This design comes from an exercise in tuning for small area and a short achievable clock period on the open sky130 flow, not from production work. RTL that was checked went through simulation tests only; none was proved equivalent to the original.

==> run M: inputs <==
## crc_unit
module crc_unit
(
  input  logic                     m,
  input  logic                     reset,
  input  logic                     wr,            
  input  logic                     rd,            
  input  crc_reg_pkg::reg_addr_t   addr,
  input  crc_data_pkg::crc_word_t  wdata,
  output crc_data_pkg::crc_word_t  rdata,
  output logic                     rdata_valid
);
==> module crc_gx_step, before the edit <==
module crc_gx_step
(
  input  logic [31:0]  gin,
  input  logic [31:0]  poly,
  output logic [31:0]  gout
);
  assign gout = {gin[30:0], 1'b0} ^ (gin[31] ? poly : 32'h0);
endmodule
==> module crc_stage, before the edit <==
module crc_stage
#(
  parameter int           R   = 1,
  parameter logic [31:0]  INJ = 32'h0
)
(
  input  logic [31:0]     acc_in,
  input  logic [R*32-1:0] gx,
  input  logic [31:0]     inj,
  output logic [31:0]     acc_out
);
  always_comb
  begin
    for (int j = 0; j < 32; j++)
    begin
      logic t;
      t = (j >= R) ? acc_in[(j >= R) ? j - R : 0] : 1'b0;
      if (INJ[j])
        t = t ^ inj[j];
      for (int i = 0; i < R; i++)
        t = t ^ (acc_in[31 - i] & gx[(R - 1 - i) * 32 + j]);
      acc_out[j] = t;
    end
  end
endmodule
==> module crc_engine, before the edit <==
module crc_engine
(
  input  logic                      m,
  input  logic                      reset,
  input  crc_data_pkg::crc_word_t   order_word,    
  input  crc_data_pkg::crc_word_t   gpoly,
  input  crc_data_pkg::crc_width_t  width,
  input  logic                      data_load,
  input  logic                      seed_load,
  output crc_data_pkg::crc_state_t  state
);
  logic [8*32-1:0]           gx;        
  logic [31:0]               acc [8];   
  logic [31:0]               inj4;
  logic [31:0]               inj5;
  logic [31:0]               inj6;
  crc_data_pkg::crc_state_t  fold;
  crc_data_pkg::crc_state_t  seed;
  assign gx[31:0] = width ? gpoly : {gpoly[15:0], 16'h0000};
  for (genvar i = 1; i < 8; i++)
  begin : g_gx
    crc_gx_step u_step
    (
      .gin  (gx[(i-1)*32 +: 32]),
      .poly (gx[31:0]),
      .gout (gx[i*32 +: 32])
    );
  end
  assign acc[0] = width ? state : {state[15:0], 16'h0000};
  assign inj4   = {(width ? 8'h00 : order_word[31:24]), 24'h0};
  assign inj5   = {(width ? 8'h00 : order_word[23:16]), 24'h0};
  assign inj6   = width ? order_word : {order_word[15:0], 16'h0000};
  crc_stage #(.R(1)) u_st0 (.acc_in(acc[0]), .gx(gx[0 +: 32]),  .inj(32'h0), .acc_out(acc[1]));
  crc_stage #(.R(1)) u_st1 (.acc_in(acc[1]), .gx(gx[0 +: 32]),  .inj(32'h0), .acc_out(acc[2]));
  crc_stage #(.R(2)) u_st2 (.acc_in(acc[2]), .gx(gx[0 +: 64]),  .inj(32'h0), .acc_out(acc[3]));
  crc_stage #(.R(4)) u_st3 (.acc_in(acc[3]), .gx(gx[0 +: 128]), .inj(32'h0), .acc_out(acc[4]));
  crc_stage #(.R(8), .INJ(32'hFF00_0000)) u_st4 (.acc_in(acc[4]), .gx(gx), .inj(inj4), .acc_out(acc[5]));
  crc_stage #(.R(8), .INJ(32'hFF00_0000)) u_st5 (.acc_in(acc[5]), .gx(gx), .inj(inj5), .acc_out(acc[6]));
  crc_stage #(.R(8), .INJ(32'hFFFF_FFFF)) u_st6 (.acc_in(acc[6]), .gx(gx), .inj(inj6), .acc_out(acc[7]));
  assign fold = width ? acc[7] : {16'h0000, acc[7][31:16]};
  assign seed = width ? order_word : {16'h0000, order_word[15:0]};
  always_ff @(posedge m)
  begin
    if (reset)
      state <= 32'hFFFF_FFFF;
    else if (seed_load)
      state <= seed;
    else if (data_load)
      state <= fold;
  end
endmodule
Settings: LEC_CHECK=0, CAP_MARGIN=20, CORE_MARGIN=2, CORE_UTILIZATION=40, PLACE_DENSITY=0.6, SLEW_MARGIN=20, SYNTH_HIERARCHICAL=1, SYNTH_MINIMUM_KEEP_SIZE=0; clock period 15.0 ns.
run.sh (not shown) runs the stock make flow with config.mk's settings and CLKGATE_MAP_FILE= SYNTH_SCRIPT=/design/flow/synth_recipe.tcl, a recipe that flattens the netlist after the stock synthesis.
==> inputs of run K, as changes to run M <==
--- a/flow/design.v
+++ b/flow/design.v
@@ -125,38 +125,8 @@
   end
 endmodule
-module crc_gx_step
-(
-  input  logic [31:0]  gin,
-  input  logic [31:0]  poly,
-  output logic [31:0]  gout
-);
-  assign gout = {gin[30:0], 1'b0} ^ (gin[31] ? poly : 32'h0);
-endmodule
-module crc_stage
+module crc_engine
 #(
-  parameter int           R   = 1,
-  parameter logic [31:0]  INJ = 32'h0
+  parameter int RADIX = 4
 )
-(
-  input  logic [31:0]     acc_in,
-  input  logic [R*32-1:0] gx,
-  input  logic [31:0]     inj,
-  output logic [31:0]     acc_out
-);
-  always_comb
-  begin
-    for (int j = 0; j < 32; j++)
-    begin
-      logic t;
-      t = (j >= R) ? acc_in[(j >= R) ? j - R : 0] : 1'b0;
-      if (INJ[j])
-        t = t ^ inj[j];
-      for (int i = 0; i < R; i++)
-        t = t ^ (acc_in[31 - i] & gx[(R - 1 - i) * 32 + j]);
-      acc_out[j] = t;
-    end
-  end
-endmodule
-module crc_engine
 (
   input  logic                      m,
@@ -169,33 +139,30 @@
   output crc_data_pkg::crc_state_t  state
 );
-  logic [8*32-1:0]           gx;        
-  logic [31:0]               acc [8];   
-  logic [31:0]               inj4;
-  logic [31:0]               inj5;
-  logic [31:0]               inj6;
+  crc_data_pkg::crc_state_t  acc;       
+  crc_data_pkg::crc_word_t   poly;
   crc_data_pkg::crc_state_t  fold;
   crc_data_pkg::crc_state_t  seed;
-  assign gx[31:0] = width ? gpoly : {gpoly[15:0], 16'h0000};
-  for (genvar i = 1; i < 8; i++)
-  begin : g_gx
-    crc_gx_step u_step
-    (
-      .gin  (gx[(i-1)*32 +: 32]),
-      .poly (gx[31:0]),
-      .gout (gx[i*32 +: 32])
-    );
-  end
-  assign acc[0] = width ? state : {state[15:0], 16'h0000};
-  assign inj4   = {(width ? 8'h00 : order_word[31:24]), 24'h0};
-  assign inj5   = {(width ? 8'h00 : order_word[23:16]), 24'h0};
-  assign inj6   = width ? order_word : {order_word[15:0], 16'h0000};
-  crc_stage #(.R(1)) u_st0 (.acc_in(acc[0]), .gx(gx[0 +: 32]),  .inj(32'h0), .acc_out(acc[1]));
-  crc_stage #(.R(1)) u_st1 (.acc_in(acc[1]), .gx(gx[0 +: 32]),  .inj(32'h0), .acc_out(acc[2]));
-  crc_stage #(.R(2)) u_st2 (.acc_in(acc[2]), .gx(gx[0 +: 64]),  .inj(32'h0), .acc_out(acc[3]));
-  crc_stage #(.R(4)) u_st3 (.acc_in(acc[3]), .gx(gx[0 +: 128]), .inj(32'h0), .acc_out(acc[4]));
-  crc_stage #(.R(8), .INJ(32'hFF00_0000)) u_st4 (.acc_in(acc[4]), .gx(gx), .inj(inj4), .acc_out(acc[5]));
-  crc_stage #(.R(8), .INJ(32'hFF00_0000)) u_st5 (.acc_in(acc[5]), .gx(gx), .inj(inj5), .acc_out(acc[6]));
-  crc_stage #(.R(8), .INJ(32'hFFFF_FFFF)) u_st6 (.acc_in(acc[6]), .gx(gx), .inj(inj6), .acc_out(acc[7]));
-  assign fold = width ? acc[7] : {16'h0000, acc[7][31:16]};
+  assign poly = width ? gpoly : {gpoly[15:0], 16'h0000};
+  crc_data_pkg::crc_word_t   gx [RADIX];
+  always_comb
+  begin
+    gx[0] = poly;
+    for (int i = 1; i < RADIX; i++)
+      gx[i] = {gx[i-1][30:0], 1'b0} ^ (gx[i-1][31] ? poly : '0);
+  end
+  always_comb
+  begin
+    acc = width ? state : {state[15:0], order_word[31:16]};
+    for (int s = 0; s < 32 / RADIX; s++)
+    begin
+      crc_data_pkg::crc_state_t nxt;
+      nxt = acc << RADIX;
+      for (int i = 0; i < RADIX; i++)
+        if (acc[31 - i])
+          nxt = nxt ^ gx[RADIX - 1 - i];
+      acc = nxt;
+    end
+  end
+  assign fold = width ? (acc ^ order_word) : {16'h0000, acc[31:16] ^ order_word[15:0]};
   assign seed = width ? order_word : {16'h0000, order_word[15:0]};
   always_ff @(posedge m)
- SETUP_SLACK_MARGIN: default -> 5
- SYNTH_HIERARCHICAL: 1 -> default
- SYNTH_MINIMUM_KEEP_SIZE: 0 -> default
==> inputs of run C, as changes to run M <==
--- a/flow/design.v
+++ b/flow/design.v
@@ -125,37 +125,4 @@
   end
 endmodule
-module crc_gx_step
-(
-  input  logic [31:0]  gin,
-  input  logic [31:0]  poly,
-  output logic [31:0]  gout
-);
-  assign gout = {gin[30:0], 1'b0} ^ (gin[31] ? poly : 32'h0);
-endmodule
-module crc_stage
-#(
-  parameter int           R   = 1,
-  parameter logic [31:0]  INJ = 32'h0
-)
-(
-  input  logic [31:0]     acc_in,
-  input  logic [R*32-1:0] gx,
-  input  logic [31:0]     inj,
-  output logic [31:0]     acc_out
-);
-  always_comb
-  begin
-    for (int j = 0; j < 32; j++)
-    begin
-      logic t;
-      t = (j >= R) ? acc_in[(j >= R) ? j - R : 0] : 1'b0;
-      if (INJ[j])
-        t = t ^ inj[j];
-      for (int i = 0; i < R; i++)
-        t = t ^ (acc_in[31 - i] & gx[(R - 1 - i) * 32 + j]);
-      acc_out[j] = t;
-    end
-  end
-endmodule
 module crc_engine
 (
@@ -169,33 +136,25 @@
   output crc_data_pkg::crc_state_t  state
 );
-  logic [8*32-1:0]           gx;        
-  logic [31:0]               acc [8];   
-  logic [31:0]               inj4;
-  logic [31:0]               inj5;
-  logic [31:0]               inj6;
+  crc_data_pkg::crc_state_t  acc_32;    
+  logic [15:0]               acc_16;    
   crc_data_pkg::crc_state_t  fold;
   crc_data_pkg::crc_state_t  seed;
-  assign gx[31:0] = width ? gpoly : {gpoly[15:0], 16'h0000};
-  for (genvar i = 1; i < 8; i++)
-  begin : g_gx
-    crc_gx_step u_step
-    (
-      .gin  (gx[(i-1)*32 +: 32]),
-      .poly (gx[31:0]),
-      .gout (gx[i*32 +: 32])
-    );
-  end
-  assign acc[0] = width ? state : {state[15:0], 16'h0000};
-  assign inj4   = {(width ? 8'h00 : order_word[31:24]), 24'h0};
-  assign inj5   = {(width ? 8'h00 : order_word[23:16]), 24'h0};
-  assign inj6   = width ? order_word : {order_word[15:0], 16'h0000};
-  crc_stage #(.R(1)) u_st0 (.acc_in(acc[0]), .gx(gx[0 +: 32]),  .inj(32'h0), .acc_out(acc[1]));
-  crc_stage #(.R(1)) u_st1 (.acc_in(acc[1]), .gx(gx[0 +: 32]),  .inj(32'h0), .acc_out(acc[2]));
-  crc_stage #(.R(2)) u_st2 (.acc_in(acc[2]), .gx(gx[0 +: 64]),  .inj(32'h0), .acc_out(acc[3]));
-  crc_stage #(.R(4)) u_st3 (.acc_in(acc[3]), .gx(gx[0 +: 128]), .inj(32'h0), .acc_out(acc[4]));
-  crc_stage #(.R(8), .INJ(32'hFF00_0000)) u_st4 (.acc_in(acc[4]), .gx(gx), .inj(inj4), .acc_out(acc[5]));
-  crc_stage #(.R(8), .INJ(32'hFF00_0000)) u_st5 (.acc_in(acc[5]), .gx(gx), .inj(inj5), .acc_out(acc[6]));
-  crc_stage #(.R(8), .INJ(32'hFFFF_FFFF)) u_st6 (.acc_in(acc[6]), .gx(gx), .inj(inj6), .acc_out(acc[7]));
-  assign fold = width ? acc[7] : {16'h0000, acc[7][31:16]};
+  always_comb
+  begin
+    acc_32 = state;
+    acc_16 = state[15:0];
+    for (int i = 32 - 1; i >= 0; i--)
+    begin
+      if (acc_32[31])
+        acc_32 = {acc_32[30:0], order_word[i]} ^ gpoly;
+      else
+        acc_32 = {acc_32[30:0], order_word[i]};
+      if (acc_16[15])
+        acc_16 = {acc_16[14:0], order_word[i]} ^ gpoly[15:0];
+      else
+        acc_16 = {acc_16[14:0], order_word[i]};
+    end
+  end
+  assign fold = width ? acc_32 : {16'h0000, acc_16};
   assign seed = width ? order_word : {16'h0000, order_word[15:0]};
   always_ff @(posedge m)
- SYNTH_HIERARCHICAL: 1 -> default
- SYNTH_MINIMUM_KEEP_SIZE: 0 -> default
==> summary.txt <==
Die Wd: run K 256 um; run C 313 um; run M 257 um
Met2 capacity usage during global routing: run K 51.8%; run C 45.3%; run M 44.6%
Total number of nets in the final design: run K 3893; run C 5627; run M 3286
Clock network contribution to total cell area: run K 0.948%; run C 0.710%; run M 1.14%
Wire length of the first global-routing pass: run K 175 mm; run C 243 mm; run M 146 mm
Logic depth of the worst path, buffers included: run K 37; run C 49; run M 32
Start point of the critical path: run K wdata[26]; run C u_engine.state[14]$_SDFFE_PP1P_; run M u_regs.ctrl_tcrc$_SDFFE_PP0P_
Run status: run K complete, no violations; run C complete, no violations; run M complete, no violations
TritonRoute pass-1 iters: run K 6; run C 9; run M 5
Ys Warns: run K 4; run C 3; run M 16
Post-synthesis cell count: run K 3717; run C 5846; run M 3260
Data arrival at the endpoint of the critical path: run K 10.53 ns; run C 14.74 ns; run M 11.66 ns
Most frequent standard cell in the layout excluding fill and tap cells: run K nor2_1; run C nand2_1; run M nand2_1
Xor/xnor share of the synthesized area: run K 42.7%; run C 31.4%; run M -
Aggregate routed wire length: run K 124 mm; run C 161 mm; run M 101 mm
Endpoint of the worst setup timing path: run K u_engine.state[4]$_SDFFE_PP1P_; run C u_engine.state[10]$_SDFFE_PP1P_; run M u_engine.state[10]$_SDFFE_PP1P_
Slowest library cell on the worst path: run K xnor3_4; run C or4_1; run M xnor2_1
Worst Hold Margin: run K 0.461 ns; run C 0.463 ns; run M 0.478 ns
For run M and run K, only the layout was checked, not whether the RTL still works.

afterwards: timing with drivers on the ports:
No port has a modelled driver above. Below, the same layouts with a new extraction and two added sets of constraints.
Step 1 assumes that a clkbuf_16 drives the clock port and a buf_2 every other input.
Step 2 also shifts input and output timing later by t, the mid clock arrival at the registers, as if the neighbouring blocks saw the same clock.
Three values: ideal ports, drivers, drivers and shift; two values: the first two.
run | t (ns) | slack for setup (ns) | slew at the worst register clock pin (ns) | cell pins on the clock port's net
run M | 0.432 | 3.671 / 3.671 / 3.671 | 0.10 / 0.10 | 1
run K | 0.416 | 4.744 / 4.750 / 4.334 | 0.09 / 0.09 | 1
run C | 0.408 | 0.491 / 0.491 / 0.491 | 0.08 / 0.08 | 1
After both steps setup and hold are still met in every run listed. For run K, which loses most, drivers alone change the setup slack by +0.006 ns; drivers and shift together by -0.410 ns.
